What follows belongs to an exercise in optimizing a design on an open flow for small area and a short achievable clock period; a production flow would make more cautious choices. Function was not checked in any run shown here: the RTL went through the layout flow alone. Power is estimated from default activity; no workload was simulated. The clock port is modelled as an ideal driver; clocking choices that lean on that would not hold on a real chip.

<file path="design.v">
package d5m_axis_pkg;
  typedef enum logic [1:0] {
    WAIT_VB = 2'd0,
    ARMED   = 2'd1,
    ACTIVE  = 2'd2,
    DROP    = 2'd3
  } bridge_state_e;
  localparam logic [23:0] BAR_RGB = {
    3'b000, 3'b001, 3'b100, 3'b101, 3'b010, 3'b011, 3'b110, 3'b111
  };
  typedef struct packed {
    logic sof;
    logic eol;
  } entry_tag_t;
  localparam int TAG_W = 2;   
endpackage
module axis_sync_fifo_fwft #(
  parameter int WIDTH = 26,
  parameter int DEPTH = 64
) (
  input  logic                     clk,
  input  logic                     wr_en,
  input  logic [$clog2(DEPTH)-1:0] wr_ptr,
  input  logic [WIDTH-1:0]         wr_data,
  input  logic [$clog2(DEPTH)-1:0] rd_ptr,
  output logic [WIDTH-1:0]         rd_data
);
  logic [WIDTH-1:0] mem [DEPTH];
  always_ff @(posedge clk) begin
    for (int i = 0; i < DEPTH; i++) begin
      if (wr_en && wr_ptr == i) mem[i] <= wr_data;
    end
  end
  always_comb begin
    rd_data = '0;
    for (int i = 0; i < DEPTH; i++) begin
      rd_data = rd_data | (mem[i] & {WIDTH{rd_ptr == i}});
    end
  end
endmodule
module d5m_frame_axis_bridge #(
  parameter int DATA_WIDTH = 24,
  parameter int FIFO_DEPTH = 64,
  parameter int X_WIDTH    = 12,
  parameter int Y_WIDTH    = 12,
  parameter int BAR_SHIFT  = 5
) (
  input  logic                  ACLK,
  input  logic                  ARESETN,
  input  logic [DATA_WIDTH-1:0] idata,
  input  logic                  ifval,
  input  logic                  ilval,
  input  logic                  cfg_test_en,
  input  logic                  cfg_clr_ovf,
  input  logic                  m_axis_tready,
  output logic                  m_axis_tvalid,
  output logic [DATA_WIDTH-1:0] m_axis_tdata,
  output logic                  m_axis_tuser,
  output logic                  m_axis_tlast,
  output logic [X_WIDTH-1:0]    xCord,
  output logic [Y_WIDTH-1:0]    yCord,
  output logic [X_WIDTH-1:0]    frame_width,
  output logic [Y_WIDTH-1:0]    frame_height,
  output logic [15:0]           frame_count,
  output logic                  endOfFrame,
  output logic                  ovf_flag
);
  localparam int FW = DATA_WIDTH / 3;
  localparam int AW = $clog2(FIFO_DEPTH);
  logic                  act_q, arm_q;
  logic                  ifval_q, ilval_q;
  logic                  test_en_q, sof_pend_q;
  logic                  xz_q;
  logic [X_WIDTH-1:0]    xcord_q, last_len_q, frame_w_q;
  logic                  yz_q, yp_q;
  logic [Y_WIDTH-1:0]    ycord_q, frame_h_q;
  logic [15:0]           frame_cnt_q;
  logic                  eof_q, ovf_q;
  logic                  hv_q;
  logic [AW-1:0]         wr_ptr_q, rd_ptr_q, cnt_q;
  logic                  ov_q;
  logic [DATA_WIDTH+1:0] out_q;
  logic                  pix_ok, fv_rise, fv_fall, acc, line_end, ovf_evt;
  logic [X_WIDTH-1:0]    xcord_p1, x_cur;
  logic [Y_WIDTH-1:0]    ycord_p1, y_cur;
  logic [2:0]            bar_k, bar_rgb;
  logic [DATA_WIDTH-1:0] bar_data, pix_data;
  logic                  ae, full, load, rd, inc, we;
  logic [AW-1:0]         ws;
  logic [DATA_WIDTH:0]   rdata;
  logic                  rd_eol;
  assign xcord_p1 = xcord_q + X_WIDTH'(1);
  assign x_cur    = xz_q ? '0 : xcord_p1;
  assign ycord_p1 = ycord_q + Y_WIDTH'(1);
  assign y_cur    = yz_q ? '0 : (yp_q ? ycord_p1 : ycord_q);
  assign bar_k   = 3'(x_cur >> BAR_SHIFT);
  assign bar_rgb = d5m_axis_pkg::BAR_RGB[3*bar_k +: 3];
  for (genvar gi = 0; gi < 3; gi++) begin : g_bar
    assign bar_data[gi*FW +: FW] = {FW{bar_rgb[gi]}};
  end
  if (DATA_WIDTH > 3 * FW) begin : g_bar_pad
    assign bar_data[DATA_WIDTH-1:3*FW] = '0;
  end
  assign pix_data = test_en_q ? bar_data : idata;
  assign pix_ok   = ifval & ilval;
  assign fv_rise  = ifval & ~ifval_q;
  assign fv_fall  = ~ifval & ifval_q;
  assign acc      = act_q & pix_ok;
  assign line_end = hv_q & ~pix_ok;
  assign ae      = (cnt_q == '0);
  assign full    = ov_q & (cnt_q == AW'(FIFO_DEPTH - 1));
  assign ovf_evt = hv_q & full & ~m_axis_tready;
  assign load    = ~ov_q | m_axis_tready;
  assign rd      = load & (~ae | hv_q);
  assign inc     = hv_q & ~ovf_evt;
  assign ws      = wr_ptr_q + AW'(hv_q);
  assign we      = acc & ~ovf_evt;
  axis_sync_fifo_fwft #(
    .WIDTH (DATA_WIDTH + 1),
    .DEPTH (FIFO_DEPTH)
  ) u_mem (
    .clk     (ACLK),
    .wr_en   (we),
    .wr_ptr  (ws),
    .wr_data ({sof_pend_q, pix_data}),
    .rd_ptr  (rd_ptr_q),
    .rd_data (rdata)
  );
  logic [FIFO_DEPTH-1:0] eol_mem;
  always_ff @(posedge ACLK) begin
    for (int i = 0; i < FIFO_DEPTH; i++) begin
      if (hv_q && wr_ptr_q == i) eol_mem[i] <= ~pix_ok;
    end
  end
  assign rd_eol = ae ? ~pix_ok : eol_mem[rd_ptr_q];
  always_ff @(posedge ACLK) begin
    if (rd) out_q <= {rdata[DATA_WIDTH], rd_eol, rdata[DATA_WIDTH-1:0]};
  end
  always_ff @(posedge ACLK) begin
    if (!ARESETN) begin
      act_q       <= 1'b0;
      arm_q       <= 1'b0;
      ifval_q     <= 1'b0;
      ilval_q     <= 1'b0;
      test_en_q   <= 1'b0;
      sof_pend_q  <= 1'b0;
      xz_q        <= 1'b1;
      xcord_q     <= '0;
      yz_q        <= 1'b1;
      yp_q        <= 1'b0;
      ycord_q     <= '0;
      last_len_q  <= '0;
      frame_w_q   <= '0;
      frame_h_q   <= '0;
      frame_cnt_q <= '0;
      eof_q       <= 1'b0;
      ovf_q       <= 1'b0;
      hv_q        <= 1'b0;
      wr_ptr_q    <= '0;
      rd_ptr_q    <= '0;
      cnt_q       <= '0;
      ov_q        <= 1'b0;
    end else begin
      ifval_q <= ifval;
      ilval_q <= ilval;
      eof_q   <= act_q & fv_fall & ~ovf_evt;
      ovf_q   <= ovf_evt | (ovf_q & ~cfg_clr_ovf);
      if (!act_q && !arm_q) begin
        if (!ifval) arm_q <= 1'b1;
      end
      if (arm_q && fv_rise) begin
        arm_q      <= 1'b0;
        act_q      <= 1'b1;
        test_en_q  <= cfg_test_en;
        sof_pend_q <= 1'b1;
        xz_q       <= 1'b1;
        yz_q       <= 1'b1;
      end
      if (acc) begin
        hv_q       <= 1'b1;
        sof_pend_q <= 1'b0;
        xz_q       <= 1'b0;
        xcord_q    <= x_cur;
        ycord_q    <= y_cur;
        yz_q       <= 1'b0;
        yp_q       <= 1'b0;
      end
      if (line_end) begin
        hv_q       <= 1'b0;
        xz_q       <= 1'b1;
        yz_q       <= 1'b0;
        yp_q       <= 1'b1;
        last_len_q <= x_cur;
      end
      if (ovf_evt) begin
        hv_q  <= 1'b0;
        act_q <= 1'b0;
      end else if (act_q && fv_fall) begin
        act_q       <= 1'b0;
        arm_q       <= 1'b1;
        frame_w_q   <= line_end ? x_cur : last_len_q;
        frame_h_q   <= line_end ? ycord_p1 : y_cur;
        frame_cnt_q <= frame_cnt_q + 16'd1;
      end
      if (inc) wr_ptr_q <= wr_ptr_q + AW'(1);
      if (rd) rd_ptr_q <= rd_ptr_q + AW'(1);
      if (inc && !rd) cnt_q <= cnt_q + AW'(1);
      else if (!inc && rd) cnt_q <= cnt_q - AW'(1);
      if (load) ov_q <= rd;
    end
  end
  assign m_axis_tvalid = ov_q;
  assign m_axis_tdata  = out_q[DATA_WIDTH-1:0];
  assign m_axis_tlast  = out_q[DATA_WIDTH];
  assign m_axis_tuser  = out_q[DATA_WIDTH+1];
  assign xCord         = xcord_q;
  assign yCord         = ycord_q;
  assign frame_width   = frame_w_q;
  assign frame_height  = frame_h_q;
  assign frame_count   = frame_cnt_q;
  assign endOfFrame    = eof_q;
  assign ovf_flag      = ovf_q;
endmodule
</file>
<file path="run.sh">
#!/bin/bash
# synth_recipe.tcl (not shown) runs the flow's synth.tcl, then flattens the netlist and writes it again
# the make line also repeats each setting of config.mk as NAME=value (left out here)
make -C /OpenROAD-flow-scripts/flow DESIGN_CONFIG=/design/flow/config.mk WORK_HOME=/design/flow/orfs CLKGATE_MAP_FILE= SYNTH_SCRIPT=/design/flow/synth_recipe.tcl finish
</file>
<file path="config.mk">
export PLATFORM = sky130hd
export DESIGN_NAME = d5m_frame_axis_bridge
export DESIGN_NICKNAME = d5m_frame_axis_bridge
export VERILOG_FILES = /design/flow/design.v
export SDC_FILE = /design/flow/constraint.sdc
export NUM_CORES = 4
export LEC_CHECK = 0
export CAP_MARGIN = 20
export CORE_MARGIN = 2
export CORE_UTILIZATION = 50
export SLEW_MARGIN = 20
</file>
<file path="constraint.sdc">
create_clock -name core_clock -period 5.0 [get_ports {ACLK}]
set_input_delay 1.0000 -clock core_clock [delete_from_list [all_inputs] [get_ports {ACLK}]]
set_output_delay 1.0000 -clock core_clock [all_outputs]
set_load 0.01 [all_outputs]
</file>
==> results.sh, run 1 <==
export IMPL_status="complete, no violations"
export IMPL_yosys_register_bits=1796
export IMPL_synth_most_common_cell="edfxtp_1"
export IMPL_routed_wl_um=271000
export IMPL_powerDensity_mw_per_mm2=416
export IMPL_grt_use_met3_pct=12.8
export IMPL_numCtsBuffers=178
export IMPL_min_period_ps=4060
export IMPL_synth_seq_area_share_pct=79.3
export IMPL_hold_viol=0
export IMPL_cp_required_ps=5460
export IMPL_yosys_area_top_type_share_pct=76.1
export IMPL_maxCapViolCount=0
export IMPL_drc=0
export IMPL_grt_use_total_pct=39.4
export IMPL_hold_class="reg -> reg"
export IMPL_start_kind="register"
export IMPL_ir_worst_vdd_mv=0.382
export IMPL_fin_util_pct=58.7
export IMPL_post_cts_setup_buffers=0
export IMPL_gr_total_overflow=0
export IMPL_placementRows=134
export IMPL_grt_pass1_wl_um=359000
export IMPL_use_met1_pct=52.1
export IMPL_slew_viol_final=0
export IMPL_layout_nets=4478
export IMPL_layout_drive_gt1_share_pct=14.5
export IMPL_max_freq_ghz=0.246
export IMPL_initial_core_util_pct=50.2
export IMPL_synth_edf_count=1690
export IMPL_insertion_delay_ps=850
export IMPL_coreArea_mm2=0.133
export IMPL_cts_tree="built"
export IMPL_yosysTopAreaCell="edfxtp_1"
export IMPL_crit_arrival_ps=4520
export IMPL_htreeDepth=4
export IMPL_dieHeight_um=369
export IMPL_synth_ff_type="edfxtp_1"
export IMPL_met2_usage_pct=57.1
export IMPL_drt_initial_drc_count=9720
export IMPL_ys_top_cells_by_count="1690 x edfxtp_1, 741 x a22oi_1, 363 x nor2_1"
export IMPL_synth_cells=4106
export IMPL_worstMarginPinSlew_ps=1260
export IMPL_dp_hpwl_um=160000
export IMPL_leakage_nw=24.8
export IMPL_avgSynthCellArea_um2=16.2
export IMPL_crit_path_end_kind="register"
export IMPL_ctsLongestPathBuffers=3
export IMPL_antenna_found_initial=14
export IMPL_cts_hold_buffers=0
export IMPL_critPathKind="reg -> reg"
export IMPL_via_per_inst=7.11
export IMPL_dieArea_mm2=0.136
export IMPL_ys_warn_count=3
export IMPL_die_x_um=369
export IMPL_synth_net_count=4156
export IMPL_detail_route_wl_per_cell_um=42.7
export IMPL_yosysUniqueCellTypes=63
export IMPL_place_congestion=0.924
export IMPL_slew_headroom_pct=16.1
export IMPL_synth_area_mm2=0.0667
export IMPL_finalSetupViolations=0
export IMPL_skew_ps=52.3
export IMPL_ant_nets=0
export IMPL_firstDrtPassIters=8
export IMPL_clockRootBuffer="clkbuf_16"
export IMPL_async_flop_share_pct=0
export IMPL_period_share_pct=81.2
export IMPL_grt_busiest_layer="met2"
export IMPL_port_buffers=123
export IMPL_syn_to_final_growth_pct=17.0
export IMPL_rsz0062_at_grt="false"
export IMPL_synth_area_leaders="edfxtp_1 76%, a22oi_1 8.3%, dfxtp_1 3.2%"
export IMPL_clock_sinks=1796
export IMPL_clk_pin_slew_ps=60
export IMPL_ctsResizeCount=0
export IMPL_dr_total_vias=45200
export IMPL_totalNegativeSetupSlack_ps=0
export IMPL_io_pins=124
export IMPL_grt_max_degree=88
export IMPL_grt_pass1_vias=41400
export IMPL_crit_path_max_fanout=14
state kept, by name, summed over array words and instances, names as in the netlist, 6 cells and up:
name / flops
u_mem.mem: 1600
eol_mem: 64
out_q: 26
frame_cnt_q: 16
frame_h_q: 12
frame_w_q: 12
last_len_q: 12
xcord_q: 12
ycord_q: 12
cnt_q: 6
rd_ptr_q: 6
wr_ptr_q: 6
placed cells by master (no fill, tap or decap), drive strengths merged, types with 22 or more instances in the layout:
cell,count
edfxtp,1690
a22oi,741
nor2,365
nand2,264
clkbuf,241
buf,238
nand4,127
clkdlybuf4s50,123
dfxtp,106
nor3,72
clkinv,71
a21oi,68
nand3,59
o21ai,36
nor4,31
inv,29
and3,28
xnor2,24
xor2,22
and2,22
area by class of cell:
| type | count | area, um^2 |
|---|---|---|
| antenna | 10 | 25.0 |
| multi-input combinational | 2070 | 14000 |
| tap | 1768 | 2210 |
| sequential | 1796 | 52900 |
| timing repair buffer | 361 | 3410 |
| clock inverter | 87 | 631 |
| inverter | 21 | 78.8 |
| clock buffer | 241 | 4820 |
| fill | 10100 | 54900 |
per-layer routing:
layer,routed length (um),vias up,part of all wire [%]
li1,-,17100,-
met1,93100,22700,34
met2,116000,4454,43
met3,42100,949,16
met4,19700,8,7.3
met5,54,-,0.020
critical path, cell delays in order (launching register included):
cell and delay, ps:
dfxtp_1 300, buf_4 180, ha_1 190, ha_1 310, nand2_1 120, xor2_1 360, nor2b_1 310, nand3_1 380
nor2_4 900, buf_4 570
cell families after synthesis:
kind of cell             share of synthesized area (%)
flip-flops                                        79.3
buffers and inverters                             1.41
XOR/XNOR                                         0.604
multiplexers                                     0.974
adder cells (fa/ha/maj)                          0.368
AO/OA/AOI/OAI                                     10.1
AND/OR/NAND/NOR                                   7.23
per-stage QoR:
step,hold slack [ps],std cells,total power (W),setup WS [ps],area (um^2)
final,473,6354,0.0324,940,78000
after CTS,472,6342,0.0323,1080,78000
after global routing,506,6344,0.0330,921,78000
after floorplan,452,4106,0.0184,922,66700
after detailed placement,458,6014,0.0198,877,72500
after global placement,447,6009,0.0198,859,72400
where the power goes:
part	total [W]	internal (W)	switching, W
logic	0.00276	0.000886	0.00187
registers	0.0168	0.0167	0.0000966
clock network	0.0129	0.00707	0.00580
final timing paths:
path / slack (ps) / endpoint / from / depth (start not counted)
setup / recovery: 940 / u_mem.mem[39][1]$_DFFE_PP_ / hv_q$_SDFFE_PP0P_ / 9
hold / removal: 470 / sof_pend_q$_SDFFE_PP0P_ / sof_pend_q$_SDFFE_PP0P_ / 2
setup reg to reg: 940 / u_mem.mem[39][1]$_DFFE_PP_ / hv_q$_SDFFE_PP0P_ / 9
hold reg to reg: 470 / sof_pend_q$_SDFFE_PP0P_ / sof_pend_q$_SDFFE_PP0P_ / 2
==> run 2, diff against run 1 <==
--- a/design.v
+++ b/design.v
@@ -24,3 +24,3 @@
   input  logic [WIDTH-1:0]         wr_data,
-  input  logic [$clog2(DEPTH)-1:0] rd_ptr,
+  input  logic [DEPTH-1:0]         rd_sel,
   output logic [WIDTH-1:0]         rd_data
@@ -36,3 +36,3 @@
     for (int i = 0; i < DEPTH; i++) begin
-      rd_data = rd_data | (mem[i] & {WIDTH{rd_ptr == i}});
+      rd_data = rd_data | (mem[i] & {WIDTH{rd_sel[i]}});
     end
@@ -79,3 +79,4 @@
   logic                  hv_q;
-  logic [AW-1:0]         wr_ptr_q, rd_ptr_q, cnt_q;
+  logic [AW-1:0]         wr_ptr_q, ws_q, cnt_q;
+  logic [FIFO_DEPTH-1:0] rd_sel_q;   
   logic                  ov_q;
@@ -88,3 +89,4 @@
   logic                  ae, full, load, rd, inc, we;
-  logic [AW-1:0]         ws;
+  logic [AW-1:0]         wr_ptr_d, ws_p1, wr_ptr_p1;
+  logic                  hv_d;
   logic [DATA_WIDTH:0]   rdata;
@@ -115,4 +117,7 @@
   assign inc     = hv_q & ~ovf_evt;
-  assign ws      = wr_ptr_q + AW'(hv_q);
-  assign we      = acc & ~ovf_evt;
+  assign we      = hv_d;
+  assign hv_d      = acc & ~ovf_evt;
+  assign wr_ptr_d  = inc ? ws_q : wr_ptr_q;
+  assign wr_ptr_p1 = wr_ptr_q + AW'(1);
+  assign ws_p1     = ws_q + AW'(1);
   axis_sync_fifo_fwft #(
@@ -123,5 +128,5 @@
     .wr_en   (we),
-    .wr_ptr  (ws),
+    .wr_ptr  (ws_q),
     .wr_data ({sof_pend_q, pix_data}),
-    .rd_ptr  (rd_ptr_q),
+    .rd_sel  (rd_sel_q),
     .rd_data (rdata)
@@ -131,6 +136,6 @@
     for (int i = 0; i < FIFO_DEPTH; i++) begin
-      if (hv_q && wr_ptr_q == i) eol_mem[i] <= ~pix_ok;
-    end
-  end
-  assign rd_eol = ae ? ~pix_ok : eol_mem[rd_ptr_q];
+      if (hv_q && ws_q == AW'(i + 1)) eol_mem[i] <= ~pix_ok;
+    end
+  end
+  assign rd_eol = ae ? ~pix_ok : |(eol_mem & rd_sel_q);
   always_ff @(posedge ACLK) begin
@@ -159,3 +164,4 @@
       wr_ptr_q    <= '0;
-      rd_ptr_q    <= '0;
+      ws_q        <= '0;
+      rd_sel_q    <= FIFO_DEPTH'(1);
       cnt_q       <= '0;
@@ -178,4 +184,4 @@
       end
+      hv_q <= hv_d;
       if (acc) begin
-        hv_q       <= 1'b1;
         sof_pend_q <= 1'b0;
@@ -188,3 +194,2 @@
       if (line_end) begin
-        hv_q       <= 1'b0;
         xz_q       <= 1'b1;
@@ -195,3 +200,2 @@
       if (ovf_evt) begin
-        hv_q  <= 1'b0;
         act_q <= 1'b0;
@@ -204,4 +208,5 @@
       end
-      if (inc) wr_ptr_q <= wr_ptr_q + AW'(1);
-      if (rd) rd_ptr_q <= rd_ptr_q + AW'(1);
+      wr_ptr_q <= wr_ptr_d;
+      ws_q     <= hv_d ? (inc ? ws_p1 : wr_ptr_p1) : wr_ptr_d;
+      if (rd) rd_sel_q <= {rd_sel_q[FIFO_DEPTH-2:0], rd_sel_q[FIFO_DEPTH-1]};
       if (inc && !rd) cnt_q <= cnt_q + AW'(1);
--- a/config.mk
+++ b/config.mk
@@ -9,3 +9,5 @@
 export CORE_MARGIN = 2
-export CORE_UTILIZATION = 50
+export CORE_UTILIZATION = 70
+export CTS_CLUSTER_DIAMETER = 100
+export CTS_CLUSTER_SIZE = 30
 export SLEW_MARGIN = 20
==> results.sh, run 2 <==
export IMPL_status="complete, no violations"
export IMPL_cts_tree="built"
export IMPL_leakage_nw=22.9
export IMPL_post_cts_setup_buffers=0
export IMPL_numCtsBuffers=72
export IMPL_dieHeight_um=316
export IMPL_crit_path_end_kind="register"
export IMPL_min_path_cells=2
export IMPL_hold_viol=0
export IMPL_layout_nets=4101
export IMPL_combPwrFrac_pct=7.3
export IMPL_syn_to_final_growth_pct=9.05
export IMPL_avgSynthCellArea_um2=17.3
export IMPL_ant_nets=0
export IMPL_p_clk_share_pct=27.7
export IMPL_maxCapViolCount=0
export IMPL_r2r_start="rd_sel_q[50]$_SDFFE_PN0P_"
export IMPL_synth_edf_count=1690
export IMPL_final_common_cell="edfxtp_1"
export IMPL_crit_path_max_incr_delay_ps=970
export IMPL_async_flop_share_pct=0
export IMPL_synth_ff_type="edfxtp_1"
export IMPL_port_buffers=123
export IMPL_ys_warn_count=3
export IMPL_yosys_register_bits=1860
export IMPL_slew_viol_final=0
export IMPL_max_freq_ghz=0.269
export IMPL_hold_end="frame_h_q[9]$_SDFFE_PN0P_"
export IMPL_synth_cells=3949
export IMPL_io_pins=124
export IMPL_ir_worst_vdd_mv=0.358
export IMPL_routed_wl_um=262000
export IMPL_totalNegativeSetupSlack_ps=0
export IMPL_crit_arrival_ps=4100
export IMPL_synth_most_common_cell="edfxtp_1"
export IMPL_regMostFlops="u_mem.mem"
export IMPL_grt_pass1_vias=42800
export IMPL_grt_max_degree=103
export IMPL_p_int_w=0.0206
export IMPL_ctsLongestPathBuffers=3
export IMPL_yosysTopAreaCell="edfxtp_1"
export IMPL_largest_reg_flops=1600
export IMPL_finalSetupViolations=0
export IMPL_coreArea_mm2=0.0967
export IMPL_critPathKind="reg -> reg"
export IMPL_synth_area_mm2=0.0683
export IMPL_grt_pass1_wl_um=349000
export IMPL_start_kind="register"
export IMPL_crit_chain="buf_4 -> a22o_1 -> a221oi_1 -> nand4_1 -> or4_1"
export IMPL_rsz0062_at_grt="false"
export IMPL_p_seq_share_pct=65.1
export IMPL_ys_top_cells_by_count="1690 x edfxtp_1, 407 x a22o_1, 394 x a221oi_1"
export IMPL_fillers=5350
export IMPL_die_x_um=316
export IMPL_clock_sinks=1860
export IMPL_powerDensity_mw_per_mm2=358
export IMPL_reg_top3="u_mem.mem (1600), eol_mem (64), rd_sel_q (64)"
export IMPL_antenna_found_initial=23
export IMPL_yosys_area_top_type_share_pct=74.3
export IMPL_final_cell_mix="1690 x edfxtp_1, 407 x a22o_1, 394 x a221oi_1"
export IMPL_dieArea_mm2=0.100
export IMPL_place_area_mm2=0.0723
export IMPL_cts_hold_buffers=0
export IMPL_r2r_end="out_q[22]$_DFFE_PP_"
export IMPL_power_total_w=0.0267
export IMPL_r2r_cells=5
export IMPL_p_sw_share_pct=22.9
export IMPL_grt_use_total_pct=52.6
export IMPL_dp_hpwl_um=157000
export IMPL_drc=0
export IMPL_period_share_pct=74.3
export IMPL_firstDrtPassIters=8
export IMPL_place_congestion=1.02
export IMPL_clk_pin_slew_ps=110
export IMPL_slew_headroom_pct=5.14
export IMPL_synth_net_count=3990
export IMPL_ctsResizeCount=0
export IMPL_layout_drive_gt1_share_pct=11.2
export IMPL_min_period_ps=3720
export IMPL_detail_route_wl_per_cell_um=48.7
export IMPL_worstMarginPinSlew_ps=1420
export IMPL_ff_latch_area_mm2=0.0542
export IMPL_final_area_mm2=0.0745
export IMPL_multi_input_area_mm2=0.0133
export IMPL_cp_required_ps=5380
export IMPL_via_per_inst=8.61
export IMPL_crit_path_max_fanout=23
export IMPL_drt_initial_drc_count=11800
export IMPL_placementRows=114
export IMPL_cp_slowest_cell="a221oi_1"
export IMPL_gr_total_overflow=0
export IMPL_synth_area_leaders="edfxtp_1 74%, a22o_1 5.2%, a221oi_1 5.1%"
export IMPL_synth_seq_area_share_pct=79.3
export IMPL_worstHoldStart="frame_h_q[9]$_SDFFE_PN0P_"
export IMPL_hold_class="reg -> reg"
export IMPL_htreeDepth=3
export IMPL_clockRootBuffer="clkbuf_16"
export IMPL_skew_ps=47.4
export IMPL_hold_ws_ps=485
export IMPL_dr_total_vias=46400
export IMPL_switchingPower_w=0.00611
export IMPL_r2r_slack_ps=1280
export IMPL_yosysUniqueCellTypes=78
export IMPL_insertion_delay_ps=740
export IMPL_initial_core_util_pct=70.6
-- run 2: changes by cell type in the layout (fill, tap and decap cells not counted), sizes merged, moves of 22 or more --
cell and delta:
a21oi +48, a221oi +399, a22o +387, a22oi -714
and3 -24, buf -53, clkbuf -150, clkinv -68
dfxtp +64, nand2 -74, nand3 -22, nor2 -122
nor3 -47, or4 +23
-- run 2: worst max-delay path, delay by kind of cell, from the launching register on --
kind / cells / cell delay, ps
DFF: 1 / 450
and+or+nand+nor: 2 / 1240
AOI/OAI and AO/OA: 2 / 1260
buffers and inverters: 1 / 410
-- run 2: cell families (layout without fill, tap and decap cells) --
group	after synthesis	count (layout)	synth area share, %
buffers and inverters	289	422	2.27
and+or+nand+nor	696	696	4.88
AOI/OAI and AO/OA	1044	1044	12.7
other	0	27	0
adders and majority gates	10	10	0.194
muxes	16	16	0.258
xor gates and xnor gates	34	34	0.436
DFF	1860	1860	79.3
-- run 2: per-layer routing --
| layer | share of wire (%) | global-route usage (%) |
|---|---|---|
| met1 | 29 | 65.8 |
| met2 | 40 | 71.1 |
| met4 | 10 | 37.5 |
| met5 | 0.088 | 1.04 |
| met3 | 20 | 26.8 |
-- run 2: power by group through the flow --
stage	Clock (W)	Combinational (W)	Sequential [W]
after floorplan	0	0.000881	0.0177
after global placement	0	0.00184	0.0177
after detailed placement	0	0.00185	0.0177
after CTS	0.00723	0.00186	0.0173
after global routing	0.00771	0.00197	0.0174
final	0.00738	0.00194	0.0174
-- run 2: worst max path at each step --
| stage | slack, ps | from | to | cells after the start |
|---|---|---|---|---|
| floorplan | 1510 | ifval | u_mem.mem[48][0]$_DFFE_PP_ | 6 |
| global placement | 1000 | ifval | u_mem.mem[23][16]$_DFFE_PP_ | 7 |
| detailed placement | 980 | ifval | u_mem.mem[23][16]$_DFFE_PP_ | 7 |
| CTS | 1700 | ifval | u_mem.mem[23][16]$_DFFE_PP_ | 7 |
| global route | 1570 | xcord_q[2]$_SDFFE_PN0P_ | u_mem.mem[48][14]$_DFFE_PP_ | 6 |
| finish | 1280 | rd_sel_q[50]$_SDFFE_PN0P_ | out_q[22]$_DFFE_PP_ | 5 |
-- run 2: per-stage QoR --
| step | cells | util [%] | worst slack (ps) |
|---|---|---|---|
| after floorplan | 3949 | - | 1510 |
| after global placement | 5260 | 74.8 | 996 |
| after detailed placement | 5261 | 74.8 | 979 |
| after CTS | 5357 | 76.9 | 1700 |
| after global routing | 5358 | 76.9 | 1570 |
| final | 5385 | 77.0 | 1280 |
-- run 2: area by class of cell --
class | count | share of cell area [%]
Sequential cell | 1860 | 72.8
Multi-Input combinational cell | 1800 | 17.8
Timing Repair Buffer | 308 | 4.31
Clock buffer | 91 | 2.63
Tap cell | 1276 | 2.14
Inverter | 18 | 0.104
Antenna cell | 27 | 0.0907
Clock inverter | 5 | 0.0890
==> run 3, diff against run 2 <==
--- a/design.v
+++ b/design.v
@@ -27,2 +27,3 @@
 );
+  localparam int LV = $clog2(DEPTH);
   logic [WIDTH-1:0] mem [DEPTH];
@@ -33,8 +34,15 @@
   end
+  logic [WIDTH-1:0] or_t [LV+1][DEPTH];
   always_comb begin
-    rd_data = '0;
-    for (int i = 0; i < DEPTH; i++) begin
-      rd_data = rd_data | (mem[i] & {WIDTH{rd_sel[i]}});
-    end
-  end
+    for (int l = 0; l <= LV; l++) begin
+      for (int i = 0; i < DEPTH; i++) or_t[l][i] = '0;
+    end
+    for (int i = 0; i < DEPTH; i++) or_t[0][i] = mem[i] & {WIDTH{rd_sel[i]}};
+    for (int l = 1; l <= LV; l++) begin
+      for (int i = 0; i < (DEPTH >> l); i++) begin
+        or_t[l][i] = or_t[l-1][2*i] | or_t[l-1][2*i+1];
+      end
+    end
+  end
+  assign rd_data = or_t[LV][0];
 endmodule
@@ -73,2 +81,3 @@
   logic                  xz_q;
+  logic [2:0]            bk_q;
   logic [X_WIDTH-1:0]    xcord_q, last_len_q, frame_w_q;
@@ -82,2 +91,3 @@
   logic                  ov_q;
+  logic                  ae_q, full_q;
   logic [DATA_WIDTH+1:0] out_q;
@@ -97,3 +107,3 @@
   assign y_cur    = yz_q ? '0 : (yp_q ? ycord_p1 : ycord_q);
-  assign bar_k   = 3'(x_cur >> BAR_SHIFT);
+  assign bar_k   = bk_q;
   assign bar_rgb = d5m_axis_pkg::BAR_RGB[3*bar_k +: 3];
@@ -111,4 +121,4 @@
   assign line_end = hv_q & ~pix_ok;
-  assign ae      = (cnt_q == '0);
-  assign full    = ov_q & (cnt_q == AW'(FIFO_DEPTH - 1));
+  assign ae      = ae_q;
+  assign full    = full_q;
   assign ovf_evt = hv_q & full & ~m_axis_tready;
@@ -152,2 +162,3 @@
       xz_q        <= 1'b1;
+      bk_q        <= '0;
       xcord_q     <= '0;
@@ -167,2 +178,4 @@
       cnt_q       <= '0;
+      ae_q        <= 1'b1;
+      full_q      <= 1'b0;
       ov_q        <= 1'b0;
@@ -182,2 +195,3 @@
         xz_q       <= 1'b1;
+        bk_q       <= '0;
         yz_q       <= 1'b1;
@@ -188,2 +202,3 @@
         xz_q       <= 1'b0;
+        if (!xz_q && xcord_q[BAR_SHIFT-1:0] == BAR_SHIFT'((1 << BAR_SHIFT) - 2)) bk_q <= bk_q + 3'd1;
         xcord_q    <= x_cur;
@@ -195,2 +210,3 @@
         xz_q       <= 1'b1;
+        bk_q       <= '0;
         yz_q       <= 1'b0;
@@ -213,2 +229,4 @@
       else if (!inc && rd) cnt_q <= cnt_q - AW'(1);
+      ae_q   <= (inc == rd) ? ae_q : (!inc && cnt_q == AW'(1));
+      full_q <= (inc == rd) ? full_q : (inc && cnt_q == AW'(FIFO_DEPTH - 2));
       if (load) ov_q <= rd;
==> flow/run.sh (new file) <==
#!/bin/bash
set -euo pipefail
export BUFFER_PORTS_ARGS="-buffer_cell sky130_fd_sc_hd__buf_4"
export CTS_ARGS="-sink_clustering_enable -repair_clock_nets -sink_clustering_size 30 -sink_clustering_max_diameter 100 -dont_use_dummy_load"
bash standard.sh > standard.log 2>&1
==> standard.sh (new file) <==
#!/bin/bash
# synth_recipe.tcl (not shown) runs the flow's synth.tcl, then flattens the netlist and writes it again
# the make line also repeats each setting of config.mk as NAME=value (left out here)
make -C /OpenROAD-flow-scripts/flow DESIGN_CONFIG=/design/flow/config.mk WORK_HOME=/design/flow/orfs CLKGATE_MAP_FILE= SYNTH_SCRIPT=/design/flow/synth_recipe.tcl "${@:-finish}"
--- a/config.mk
+++ b/config.mk
@@ -10,4 +10,4 @@
 export CORE_UTILIZATION = 70
-export CTS_CLUSTER_DIAMETER = 100
-export CTS_CLUSTER_SIZE = 30
+export SETUP_SLACK_MARGIN = 2.6
 export SLEW_MARGIN = 20
+export TNS_END_PERCENT = 10
removed: run.sh
==> results.sh, run 3 <==
export IMPL_synth_mux_area_share_pct=0.133
export IMPL_critPathKind="reg -> reg"
export IMPL_hold_class="reg -> reg"
export IMPL_synth_fa_ha_area_share_pct=0.237
export IMPL_dpl_cell_count=5298
export IMPL_ys_top_cells_by_count="1690 x edfxtp_1, 408 x a22o_1, 391 x a221oi_1"
export IMPL_synth_most_common_cell="edfxtp_1"
export IMPL_crit_path_max_fanout=14
export IMPL_clk_pin_slew_ps=110
export IMPL_slew_headroom_pct=12.4
export IMPL_slew_viol_final=0
export IMPL_max_freq_ghz=0.353
export IMPL_ctsLongestPathBuffers=3
export IMPL_drc=0
export IMPL_clock_sinks=1865
export IMPL_gr_total_overflow=0
export IMPL_crit_arrival_ps=3250
export IMPL_routed_wl_um=270000
export IMPL_status="complete, no violations"
export IMPL_cts_hold_buffers=0
export IMPL_avgSynthCellArea_um2=17.2
export IMPL_regMostFlops="u_mem.mem"
export IMPL_yosysUniqueCellTypes=65
export IMPL_placementRows=114
export IMPL_firstDrtPassIters=12
export IMPL_dp_hpwl_um=157000
export IMPL_start_kind="register"
export IMPL_layout_drive_gt1_share_pct=20.1
export IMPL_antenna_found_initial=18
export IMPL_htreeDepth=3
export IMPL_final_cell_mix="1690 x edfxtp_1, 404 x a22o_1, 344 x buf_4"
export IMPL_r2r_slack_ps=2170
export IMPL_power_total_w=0.0253
export IMPL_synth_net_count=4019
export IMPL_hold_ws_ps=471
export IMPL_synth_area_leaders="edfxtp_1 74%, a22o_1 5.2%, dfxtp_1 5.1%"
export IMPL_grt_use_total_pct=52.3
export IMPL_ant_nets=0
export IMPL_fillers=5011
export IMPL_yosys_area_top_type_share_pct=74.1
export IMPL_synth_seq_area_share_pct=79.2
export IMPL_synth_area_mm2=0.0685
export IMPL_insertion_delay_ps=720
export IMPL_syn_to_final_growth_pct=12.3
export IMPL_numCtsBuffers=72
export IMPL_grt_pass1_vias=41800
export IMPL_clockRootBuffer="clkbuf_16"
export IMPL_die_x_um=317
export IMPL_min_period_ps=2830
export IMPL_largest_reg_flops=1600
export IMPL_hold_viol=0
export IMPL_final_common_cell="edfxtp_1"
export IMPL_synth_xor_xnor_area_share_pct=0.435
export IMPL_totalNegativeSetupSlack_ps=0
export IMPL_cts_tree="built"
export IMPL_reg_top3="u_mem.mem (1600), eol_mem (64), rd_sel_q (64)"
export IMPL_async_flop_share_pct=0
export IMPL_synth_compound_area_share_pct=12.6
export IMPL_layout_nets=4308
export IMPL_rsz0062_at_grt="true"
export IMPL_ys_warn_count=4
export IMPL_yosys_register_bits=1865
export IMPL_maxCapViolCount=0
export IMPL_via_per_inst=8.52
export IMPL_drt_initial_drc_count=11300
export IMPL_port_buffers=123
export IMPL_initial_core_util_pct=70.7
export IMPL_detail_route_wl_per_cell_um=48.6
export IMPL_final_cells=5559
export IMPL_yosysTopAreaCell="edfxtp_1"
export IMPL_synth_edf_count=1690
export IMPL_worstMarginPinSlew_ps=1310
export IMPL_finalSetupViolations=0
export IMPL_grt_pass1_wl_um=346000
export IMPL_synth_simple_area_share_pct=4.92
export IMPL_grt_max_degree=91
export IMPL_synth_ff_type="edfxtp_1"
export IMPL_dr_total_vias=47400
export IMPL_skew_ps=71.9
export IMPL_dieHeight_um=317
export IMPL_place_congestion=1.01
export IMPL_crit_path_end_kind="register"
export IMPL_cp_required_ps=5420
export IMPL_io_pins=124
export IMPL_dieArea_mm2=0.100
export IMPL_period_share_pct=56.6
export IMPL_synth_cells=3975
export IMPL_ir_worst_vdd_mv=0.300
export IMPL_powerDensity_mw_per_mm2=329
export IMPL_leakage_nw=24.3
export IMPL_synth_top_family_by_area="compound AO/OA/AOI/OAI gates"
export IMPL_coreArea_mm2=0.0969
==> run 3: power breakdown <==
group          internal, W  switching (W)  total, W
Sequential          0.0171      0.0000881    0.0172
Combinational     0.000204       0.000782  0.000986
Clock              0.00262        0.00451   0.00712
==> run 3: path summary, 6_finish.rpt <==
| check | start | cells past startpoint | endpoint |
|---|---|---|---|
| worst max register to register | ws_q[2]$_SDFF_PN0_ | 4 | u_mem.mem[9][6]$_DFFE_PP_ |
| worst min register to register | frame_h_q[11]$_SDFFE_PN0P_ | 2 | frame_h_q[11]$_SDFFE_PN0P_ |
| worst max-delay path | ws_q[2]$_SDFF_PN0_ | 4 | u_mem.mem[9][6]$_DFFE_PP_ |
| worst min-delay path | frame_h_q[11]$_SDFFE_PN0P_ | 2 | frame_h_q[11]$_SDFFE_PN0P_ |
==> run 3: per-layer routing <==
metal / GRT usage [%] / routed length, um / up-vias
met3: 26.2 / 54400 / 1596
met4: 38.7 / 27000 / 16
met1: 65.4 / 78700 / 22700
met5: 0.663 / 159 / -
met2: 70.3 / 110000 / 6249
li1: - / - / 16800
==> run 3: timing repair <==
action | in CTS | in global routing
resized for setup | 45 | 270
endpoints found under the hold margin | 0 | 0
endpoints found under the setup margin | 3126 | 2171
pin swaps | 18 | 42
buffers inserted | 42 | 120
cloned | 0 | 5
==> run 3: stage by stage <==
stage	instance area (um^2)	setup WS (ps)	utilization (%)
floorplan	68700	1860	-
global placement	72000	703	74.4
detailed placement	72000	621	74.4
CTS	74400	2100	76.9
global route	76900	2250	79.4
finish	77000	2170	79.5
==> run 3: cell type report <==
| type | count | area [um^2] | area share [%] |
|---|---|---|---|
| antenna | 21 | 52.6 | 0.0683 |
| clock buffer | 72 | 1800 | 2.34 |
| inverter | 34 | 133 | 0.172 |
| multi-input combinational | 1815 | 14100 | 18.4 |
| sequential | 1865 | 54400 | 70.7 |
| tap | 1276 | 1600 | 2.07 |
| timing repair buffer | 476 | 4810 | 6.25 |
==> run 3: kinds of logic (layout without fill, tap and decap cells) <==
group | after synthesis | count (layout)
other cells | 0 | 21
fa+ha+maj | 13 | 13
flops | 1865 | 1865
compound gates | 1053 | 1053
xor+xnor | 34 | 34
mux | 9 | 9
simple gates | 705 | 706
buf+inv | 296 | 582
==> run 3: worst max-delay path, stage by stage (launching register included) <==
cell and delay (ps):
dfxtp_1 470, nor2_1 490, nand3_2 560, nor2_4 690
buf_12 280

-- static timing again, ports no longer ideal --
How much do the figures lean on ideal ports? The routed layouts below were timed once more, with nothing changed but the port constraints.
Step 1 assumes that a clkbuf_16 drives the clock port and a buf_2 every other input.
Step 2 adds t to the input delays and takes it off the output delays; t is the mean of the earliest and latest rising clock arrival at the registers after step 1. Input paths then give back, and output paths get back, about the clock's delay inside the block.
Slacks: no drivers / after step 1 / after step 2; pairs: no drivers / after step 1.
run	t (ns)	setup slack, ns	worst setup path after step 2
run 1	0.914	0.940 / 0.940 / 0.795	input to register
run 2	0.778	1.283 / 1.283 / 0.754	input to register
run 3	0.762	2.171 / 2.171 / 1.626	input to register
After both steps setup and hold are still met in every run listed. For run 3, which loses most, drivers alone change the setup slack by 0.000 ns; drivers and shift together by -0.545 ns.
